What follows belongs to an exercise in optimizing a design on an open flow for a short achievable clock period and few clock cycles per item; a production flow would make more cautious choices. The RTL was checked by simulation tests, not by an equivalence proof against the original design. The clock port is modelled as an ideal driver, which makes a skipped or thinned clock tree look cheaper than it is; a real chip needs a root buffer or a tree. Power figures rest on the tool's default switching activity, not on a simulated workload.

== old ==
Design serial_frame_sender_with_resend_unit, start of the top module:
module serial_frame_sender_with_resend_unit #(
    parameter int SLOTS       = 16,
    parameter int MAX_PAYLOAD = 15
) (
    input  wire               i_clk,
    input  wire               i_rst_n,
    input  wire               i_in_valid,
    output logic              o_in_ready,
    input  wire               i_req_type,
    input  wire  [sfsr_pkg::BYTE_W-1:0] i_data_byte,
    input  wire               i_last_byte,
    input  wire  [sfsr_pkg::ID_W-1:0]   i_resend_id,
    output logic              o_out_valid,
    input  wire               i_out_ready,
    output logic [sfsr_pkg::BYTE_W-1:0] o_out_byte,
    output logic              o_frame_end,
    output logic              o_error
);
Size: roughly 42 I/O pins.
Settings: LEC_CHECK=0, ABC_CLOCK_PERIOD_IN_PS=2000, CAP_MARGIN=20, CORE_MARGIN=2, CORE_UTILIZATION=45, SETUP_SLACK_MARGIN=3.3, SLEW_MARGIN=20, TNS_END_PERCENT=100; clock period 5.5 ns.
standard.sh (not shown) runs the stock make flow with config.mk's settings and CLKGATE_MAP_FILE= SYNTH_SCRIPT=/design/flow/synth_recipe.tcl, a recipe that flattens the netlist after the stock synthesis.
==> flow/flow/run.sh <==
#!/bin/bash
# Own flow: the standard ORFS flow (standard.sh), except that
#  - the clock tree is built by flow/mcts_hook.tcl (a PRE_CTS hook) instead of
#    TritonCTS, and
#  - antenna repair runs with a ratio margin (flow/ant_hook.tcl) and up to 10
#    repair passes after detailed routing.
# make's full output goes to make_finish.log; ORFS writes each step's log
# under orfs/logs.
set -euo pipefail
W=$(pwd)
export PRE_CTS_TCL="$W/flow/mcts_hook.tcl"
export PRE_GLOBAL_ROUTE_TCL="$W/flow/ant_hook.tcl"
export PRE_DETAIL_ROUTE_TCL="$W/flow/ant_hook.tcl"
export MAX_REPAIR_ANTENNAS_ITER_DRT=10
bash standard.sh finish > "$W/make_finish.log" 2>&1
Other scripts of this flow, unchanged in this note and not shown: flow/flow/ant_hook.tcl, flow/flow/mcts_hook.tcl
Testbench counts of old, summed over its fixed seeds: cycles 41,490, items 41,474.
Here is what was changed in the inputs of new compared with old.
diff --git a/flow/design.v b/flow/design.v
--- a/flow/design.v
+++ b/flow/design.v
@@ -32,12 +32,13 @@
     localparam int P_BODY  = 4;
     localparam int P_CSUM  = 5;
     logic       r_in_ready;
     logic       r_h_valid, r_h_type, r_h_last;
     logic [7:0] r_h_data;
     logic [15:0] r_h_rid;    
+    logic [15:0] r_h_rsel;   
     logic       r_s_valid, r_s_type, r_s_last;
     logic [7:0] r_s_data;
     logic [15:0] r_s_rid;
     logic [5:0]   r_ph;
     logic         r_in_packet;
     logic [15:0]  r_id;
@@ -166,12 +167,14 @@
     always_ff @(posedge i_clk) begin
         if (h_load) begin
             r_h_type <= r_s_valid ? r_s_type : i_req_type;
             r_h_data <= r_s_valid ? r_s_data : i_data_byte;
             r_h_last <= r_s_valid ? r_s_last : i_last_byte;
             r_h_rid  <= r_s_valid ? r_s_rid  : in_rid;
+            r_h_rsel <= r_s_valid ? (r_s_type ? r_s_rid : 16'd0)
+                                  : (i_req_type ? in_rid : 16'd0);
         end
         if (!r_s_valid) begin
             r_s_type <= i_req_type;
             r_s_data <= i_data_byte;
             r_s_last <= i_last_byte;
             r_s_rid  <= in_rid;
@@ -224,13 +227,14 @@
     logic [119:0] slot_rd;
     logic [3:0]   len_rd;
     always_comb begin
         slot_rd = '0;
         len_rd  = '0;
         for (int k = 0; k < 16; k++) begin
-            slot_rd = slot_rd | (r_mem[k] & {120{r_h_rid[k]}});
+            slot_rd[63:0]   = slot_rd[63:0]   | (r_mem[k][7:0]  & {64{r_h_rsel[k]}});
+            slot_rd[119:64] = slot_rd[119:64] | (r_mem[k][14:8] & {56{r_h_rid[k]}});
             len_rd  = len_rd  | (r_len[k] & {4{r_h_rid[k]}});
         end
     end
     always_ff @(posedge i_clk) begin
         r_idsum <= r_id[15:8] + r_id[7:0];
         if (sum_init) r_sum <= r_idsum;
## What came out
On clock insertion delay at the later pin of the skew report: between new and old, it ends up lower for new.
Summary of new over old: switching component of the power decreased by about 2.7% relative to the old numbers, die outline area picked up an extra 1400 um2.
Looking at capturing instance or port of the critical path, the r_rbuf[10]$_DFFE_PP_ result is from old; the r_rbuf[52]$_DFFE_PP_ one comes from new.
Re total number of vias: new is 762 down on old.
[compare] base=old new=new: global-route wire length before repair now sits lower; setup slack now sits at about the same level; non-clock inverter instance count of the final layout now sits higher.
Changes observed in new relative to old: minimum setup slack among reg-to-reg paths held; wire length went down 6.2%.
Fraction of final layout cells sized beyond drive strength 1 ended up 1.6 points lower on new than on old.
Re combinational share of power: new is 1.2 points down on old.
Against old, new comes in 0.70 points lower on core utilization.
Re synthesized cell count: new and old aren't equal, and the higher value belongs to new.
The cell type of the slowest stage on the worst timing path comes out sky130_fd_sc_hd__buf_6 in one run and sky130_fd_sc_hd__dfxtp_4 in the other, namely in old and new respectively.
Adder and majority cell fraction of the synthesized area delta (new -> old): insignificant
Testbench counts of new, summed over its fixed seeds: cycles 41,490, items 41,474.
No run of this note takes its clock network from TritonCTS; it comes from the design's own scripts or RTL.

[port drivers added, routing unchanged]
No port has a modelled driver above. Below, the same layouts with a new extraction and two added sets of constraints. Step 1: set_driving_cell puts a clkbuf_16 on i_clk and a buf_2 on each other input, an assumption about the parent block. Step 2, shift: input delay + t, output delay - t, t = (earliest + latest rising clock arrival at the registers) / 2. This alone moves slack from input paths to output paths. Three values: ideal ports, drivers, drivers and shift; two values: the first two.
run | shift t [ns] | setup slack, ns | worst data-port slew with drivers (ns) | cell pins on the clock port's net
old | 0.793 | 3.209 / 3.046 / 2.700 | 0.05 | 4
new | 0.766 | 3.206 / 3.103 / 2.811 | 0.06 | 4
After both steps every run listed still meets setup and hold. The setup slack of old, which loses most, moves by -0.163 ns with the drivers and by -0.509 ns with both steps.
